Context: an optimization exercise on an open-source flow, tuned for small area. The choices shown serve that exercise and are no tape-out recipe.
Function was checked by simulation only, so behaviour that the tests miss may differ from the original.
Power is estimated from default activity; no workload was simulated.

Setup of job 869:
## tcp_engine
module tcp_engine (
     input                          clk
    ,input                          rst
    ,input                          rx_hdr_val
    ,input  logic [49:0]            rx_hdr       
    ,output logic                   rx_hdr_rdy
    ,input                          tail_wr_val
    ,input  logic [1:0]             tail_wr_flowid
    ,input  logic [31:0]            tail_wr_ptr
    ,output logic                   tx_pkt_val
    ,output logic [83:0]            tx_pkt       
    ,input                          tx_pkt_rdy
);
==> flow/config.mk <==
export PLATFORM = sky130hd
export DESIGN_NAME = tcp_engine
export DESIGN_NICKNAME = tcp_engine
export VERILOG_FILES = /design/flow/design.v
export SDC_FILE = /design/flow/constraint.sdc
export NUM_CORES = 4
export LEC_CHECK = 0
export ABC_AREA = 1
export CAP_MARGIN = 20
export CORE_MARGIN = 2
export CORE_UTILIZATION = 40
export CTS_BUF_LIST = sky130_fd_sc_hd__clkbuf_4
export SLEW_MARGIN = 20
==> flow/constraint.sdc <==
create_clock -name core_clock -period 8.5 [get_ports {clk}]
set_input_delay 1.7000 -clock core_clock [delete_from_list [all_inputs] [get_ports {clk}]]
set_output_delay 1.7000 -clock core_clock [all_outputs]
set_load 0.01 [all_outputs]
run.sh (not shown) runs the stock make flow with config.mk's settings and CLKGATE_MAP_FILE= SYNTH_SCRIPT=/design/flow/synth_recipe.tcl, a recipe that flattens the netlist after the stock synthesis.
What job 1733 does differently from job 869 at the input level:
-- flow/config.mk --
<<< job 869, line 8
export ABC_AREA = 1
>>> job 1733, line 8
<<< job 869, line 12
export CTS_BUF_LIST = sky130_fd_sc_hd__clkbuf_4
>>> job 1733, line 11
export CTS_BUF_LIST = sky130_fd_sc_hd__clkbuf_16
export CTS_CLUSTER_DIAMETER = 80
export CTS_CLUSTER_SIZE = 30
[summary]
- Job 1733 ended with more sequential share of cell area than job 869.
- Cell count (job 1733 vs. job 869) decreases by a little under 10%
- The fraction of the mapped netlist area in compound gates in job 1733 sits 9.6 points above the value recorded for job 869.
What job 7015 does differently from job 1733 at the input level:
-- flow/config.mk --
<<< job 1733, line 11
export CTS_BUF_LIST = sky130_fd_sc_hd__clkbuf_16
export CTS_CLUSTER_DIAMETER = 80
export CTS_CLUSTER_SIZE = 30
>>> job 7015, line 11
Job 7015 completed every stage of the flow, and the final layout passed the timing, DRC and antenna checks. When job 7015 is measured against job 1733, its share of final layout cell area taken by clock buffers and inverters turns out 3.7 points higher. | sequential share of power | higher: job 1733 |. Against job 1733, job 7015 comes in 2.6 points lower on share of power burned in combinational logic. Against job 1733, wire length in job 7015 rose slightly.
The following lists how job 2737 was set up differently from job 7015:
-- flow/config.mk --
<<< job 7015, line 11
>>> job 2737, line 11
export CTS_BUF_LIST = sky130_fd_sc_hd__clkbuf_8
export CTS_CLUSTER_DIAMETER = 60
export CTS_CLUSTER_SIZE = 20
Notes after the runs:
Against job 7015, job 2737 comes in 0.04 ns higher on clock latency on the worst-skew pair.
The portion of total power attributed to the clock network reported for job 2737 is smaller than that of job 7015 by 10 points.
Going from job 7015 to job 2737, number of non-clock buffers has remained practically unchanged, total area of sequential cells ~0 delta, maximum frequency picked up an extra 0.32%, final clock period utilization by the worst path dropped 0.28 points.
Time the final worst path needs with I/O delays and setup in job 2737 is 0.023 ns lower than in job 7015
Job 2737 against job 7015: post-detailed-routing wire length moved down; post-route met1 wirelength moved down.

== the baseline ==
Another version of the RTL of tcp_engine (not shown whole).
Size in the first run: about 1,400 cells after synthesis, roughly 400 flip-flops, roughly 180 I/O pins, roughly 0.014 sq mm of cells after synthesis.
==> flow/config.mk <==
export PLATFORM = sky130hd
export DESIGN_NAME = tcp_engine
export DESIGN_NICKNAME = tcp_engine
export VERILOG_FILES = /design/flow/design.v
export SDC_FILE = /design/flow/constraint.sdc
export NUM_CORES = 4
export LEC_CHECK = 0
export CAP_MARGIN = 20
export CORE_MARGIN = 2
export CORE_UTILIZATION = 40
export CTS_BUF_LIST = sky130_fd_sc_hd__clkbuf_8
export CTS_CLUSTER_DIAMETER = 60
export CTS_CLUSTER_SIZE = 20
export SLEW_MARGIN = 20
==> flow/constraint.sdc <==
create_clock -name core_clock -period 8.5 [get_ports {clk}]
set_input_delay 1.7000 -clock core_clock [delete_from_list [all_inputs] [get_ports {clk}]]
set_output_delay 1.7000 -clock core_clock [all_outputs]
set_load 0.01 [all_outputs]
standard.sh (not shown) runs the stock make flow with config.mk's settings and CLKGATE_MAP_FILE= SYNTH_SCRIPT=/design/flow/synth_recipe.tcl, a recipe that flattens the netlist after the stock synthesis.
==> flow/flow/run.sh <==
#!/bin/bash
# The standard layout (standard.sh) with two changes:
#  - synthesis is ORFS's synth.tcl unchanged except that ABC maps the
#    combinational logic with flow/abc.script (area-oriented, delay relaxed);
#    registers, their names and cell types are those of the standard synthesis;
#  - the port buffers are the smallest buffer cell.
set -euo pipefail
here=$(pwd)
sed 's#^\([[:space:]]*\)log_cmd abc {\*}\$abc_args#\1set abc_args [lreplace $abc_args 1 1 '"$here"'/flow/abc.script]\n\1log_cmd abc {*}$abc_args#' \
    "$FLOW_HOME/scripts/synth.tcl" > "$here/synth_area.tcl"
grep -q "flow/abc.script" "$here/synth_area.tcl"
sed 's#source \$::env(SCRIPTS_DIR)/synth.tcl#source '"$here"'/synth_area.tcl#' \
    "$here/synth_recipe.tcl" > "$here/synth_recipe_area.tcl"
grep -q "synth_area.tcl" "$here/synth_recipe_area.tcl"
bash standard.sh SYNTH_SCRIPT="$here/synth_recipe_area.tcl" \
    BUFFER_PORTS_ARGS="-buffer_cell sky130_fd_sc_hd__buf_1" finish > standard_flow.log 2>&1
==> flow/flow/abc.script <==
&get -n
&st
&dch
&nf -R 1000
&put
topo
stime -c
--- input diff the baseline..the candidate ---
Settings: swapping sky130_fd_sc_hd__clkbuf_8 for sky130_fd_sc_hd__clkbuf_16 in CTS_BUF_LIST; swapping 20 for 30 in CTS_CLUSTER_SIZE; swapping 60 for 80 in CTS_CLUSTER_DIAMETER.
[summary]
The layout clock buffer count reported for the candidate is smaller than that of the baseline by 12. On wire length of the first global-routing pass: between the candidate and the baseline, it ends up lower for the candidate. Taking the baseline as the reference point, the clock share of power of the candidate falls by 2.1 points. On the candidate: global-route usage is 0.16 points lower than what the baseline gave. Shortest clock period the worst path allows after layout: the candidate vs the baseline up 0.064 ns. Per the comparison of the candidate with the baseline, share of the core filled with cells in the final layout now smaller, required arrival time at the worst endpoint shrank by 0.09 ns, endpoint arrival time on the critical path moved down, design area fell by about 0.9%.

tcp_engine, a different RTL version from the one above (not shown whole).
Size in the first run: roughly 1,400 cells after synthesis, ~180 I/O pins, roughly 14,000 um^2 of cells after synthesis.
export LEC_CHECK = 0
export CAP_MARGIN = 20
export CORE_MARGIN = 2
export CORE_UTILIZATION = 65
export CTS_BUF_LIST = sky130_fd_sc_hd__clkbuf_16
export CTS_CLUSTER_DIAMETER = 80
export CTS_CLUSTER_SIZE = 30
export SLEW_MARGIN = 20
create_clock -name core_clock -period 8.5 [get_ports {clk}]
==> flow/flow/run.sh <==
#!/bin/bash
# The standard layout (standard.sh) with two changes:
#  - synthesis is ORFS's synth.tcl unchanged except that ABC maps the
#    combinational logic with flow/abc.script (area-oriented, delay relaxed);
#    registers, their names and cell types are those of the standard synthesis;
#  - the port buffers are the smallest buffer cell;
#  - clock tree synthesis inserts no dummy loads.
set -euo pipefail
here=$(pwd)
sed 's#^\([[:space:]]*\)log_cmd abc {\*}\$abc_args#\1set abc_args [lreplace $abc_args 1 1 '"$here"'/flow/abc.script]\n\1log_cmd abc {*}$abc_args#' \
    "$FLOW_HOME/scripts/synth.tcl" > "$here/synth_area.tcl"
grep -q "flow/abc.script" "$here/synth_area.tcl"
sed 's#source \$::env(SCRIPTS_DIR)/synth.tcl#source '"$here"'/synth_area.tcl#' \
    "$here/synth_recipe.tcl" > "$here/synth_recipe_area.tcl"
grep -q "synth_area.tcl" "$here/synth_recipe_area.tcl"
bash standard.sh SYNTH_SCRIPT="$here/synth_recipe_area.tcl" \
    BUFFER_PORTS_ARGS="-buffer_cell sky130_fd_sc_hd__buf_1" \
    CTS_ARGS="-sink_clustering_enable -repair_clock_nets -sink_clustering_size 30 -sink_clustering_max_diameter 80 -buf_list sky130_fd_sc_hd__clkbuf_16 -dont_use_dummy_load" \
    finish > standard_flow.log 2>&1
Scripts as last shown in full above: flow/flow/abc.script
Edit:
==> flow/flow/run.sh (replaced) <==
#!/bin/bash
# The standard layout (standard.sh) with these changes:
#  - synthesis is ORFS's synth.tcl unchanged except that ABC maps the
#    combinational logic with flow/abc.script (area-oriented, delay relaxed),
#    adders are left to Yosys's default lowering and ABC (no Kogge-Stone
#    extra map, no full-adder extraction); registers, their names and cell
#    types are those of the standard synthesis;
#  - the port buffers are the smallest buffer cell;
#  - clock tree synthesis inserts no dummy loads.
set -euo pipefail
here=$(pwd)
sed 's#^\([[:space:]]*\)log_cmd abc {\*}\$abc_args#\1set abc_args [lreplace $abc_args 1 1 '"$here"'/flow/abc.script]\n\1log_cmd abc {*}$abc_args#' \
    "$FLOW_HOME/scripts/synth.tcl" > "$here/synth_area.tcl"
grep -q "flow/abc.script" "$here/synth_area.tcl"
sed 's#source \$::env(SCRIPTS_DIR)/synth.tcl#source '"$here"'/synth_area.tcl#' \
    "$here/synth_recipe.tcl" > "$here/synth_recipe_area.tcl"
grep -q "synth_area.tcl" "$here/synth_recipe_area.tcl"
bash standard.sh SYNTH_SCRIPT="$here/synth_recipe_area.tcl" \
    ADDER_MAP_FILE= SYNTH_OPERATIONS_ARGS=-noshare \
    BUFFER_PORTS_ARGS="-buffer_cell sky130_fd_sc_hd__buf_1" \
    CTS_ARGS="-sink_clustering_enable -repair_clock_nets -sink_clustering_size 14 -sink_clustering_max_diameter 50 -buf_list sky130_fd_sc_hd__clkbuf_8 -dont_use_dummy_load" \
    finish > standard_flow.log 2>&1
--- a/flow/config.mk
+++ b/flow/config.mk
@@ -8,7 +8,4 @@
 export CAP_MARGIN = 20
 export CORE_MARGIN = 2
-export CORE_UTILIZATION = 65
-export CTS_BUF_LIST = sky130_fd_sc_hd__clkbuf_16
-export CTS_CLUSTER_DIAMETER = 80
-export CTS_CLUSTER_SIZE = 30
+export CORE_UTILIZATION = 75
 export SLEW_MARGIN = 20
Global-route usage is higher by 5.8 points.
Cell area drops by a few percent.
Cell count went down by a few percent.
Combinational power drops by a few percent.
Worst setup slack is worse by 0.061 ns.
Worst hold slack degrades by 0.014 ns.
Edit:
==> flow/flow/run.sh (replaced) <==
#!/bin/bash
# The standard layout (standard.sh) with two changes:
#  - synthesis is ORFS's synth.tcl unchanged except that ABC maps the
#    combinational logic with flow/abc.script (area-oriented, delay relaxed);
#    registers, their names and cell types are those of the standard synthesis;
#  - the port buffers are the smallest buffer cell;
#  - clock tree synthesis inserts no dummy loads.
set -euo pipefail
here=$(pwd)
sed 's#^\([[:space:]]*\)log_cmd abc {\*}\$abc_args#\1set abc_args [lreplace $abc_args 1 1 '"$here"'/flow/abc.script]\n\1log_cmd abc {*}$abc_args#' \
    "$FLOW_HOME/scripts/synth.tcl" > "$here/synth_area.tcl"
grep -q "flow/abc.script" "$here/synth_area.tcl"
sed 's#source \$::env(SCRIPTS_DIR)/synth.tcl#source '"$here"'/synth_area.tcl#' \
    "$here/synth_recipe.tcl" > "$here/synth_recipe_area.tcl"
grep -q "synth_area.tcl" "$here/synth_recipe_area.tcl"
bash standard.sh SYNTH_SCRIPT="$here/synth_recipe_area.tcl" \
    BUFFER_PORTS_ARGS="-buffer_cell sky130_fd_sc_hd__buf_1" \
    CTS_ARGS="-sink_clustering_enable -repair_clock_nets -sink_clustering_size 18 -sink_clustering_max_diameter 60 -buf_list sky130_fd_sc_hd__clkbuf_8 -dont_use_dummy_load" \
    finish > standard_flow.log 2>&1
--- a/flow/config.mk
+++ b/flow/config.mk
@@ -8,4 +8,7 @@
 export CAP_MARGIN = 20
 export CORE_MARGIN = 2
-export CORE_UTILIZATION = 75
+export CORE_UTILIZATION = 65
+export CTS_BUF_LIST = sky130_fd_sc_hd__clkbuf_16
+export CTS_CLUSTER_DIAMETER = 80
+export CTS_CLUSTER_SIZE = 30
 export SLEW_MARGIN = 20
Result:
- routed wire length drops slightly
- final cell count climbs by a few percent
- total power goes down by a few percent

==> separate check: timing with driven ports <==
The flow's constraints put no driver on any port. The routed layouts listed below were extracted and timed again, unchanged, in two steps. Step 1: set_driving_cell puts a clkbuf_16 on clk and a buf_2 on each other input, an assumption about the parent block. Step 2, shift: input delay + t, output delay - t, t = (earliest + latest rising clock arrival at the registers) / 2. This alone moves slack from input paths to output paths. Three values: ideal, step 1, step 2; two values: the first two.
| run | t (ns) | setup WS [ns] | cell pins on the clock port's net |
|---|---|---|---|
| job 869 | 0.861 | 2.423 / 2.423 / 1.971 | 1 |
| job 1733 | 0.609 | 1.018 / 1.018 / 1.018 | 1 |
| job 7015 | 0.623 | 1.053 / 1.053 / 1.053 | 1 |
| job 2737 | 0.652 | 1.076 / 1.076 / 1.076 | 1 |
| the baseline | 0.659 | 1.665 / 1.682 / 1.023 | 1 |
| the candidate | 0.575 | 1.601 / 1.623 / 1.049 | 1 |
| the first run of note 3 | 0.540 | 1.517 / 1.541 / 1.001 | 1 |
| the second run of note 3 | 0.562 | 1.456 / 1.469 / 0.906 | 1 |
| the third run of note 3 | 0.599 | 1.530 / 1.549 / 0.950 | 1 |
After both steps setup and hold are still met in every run listed. The setup slack of the baseline, which loses most, moves by +0.017 ns with the drivers and by -0.642 ns with both steps.
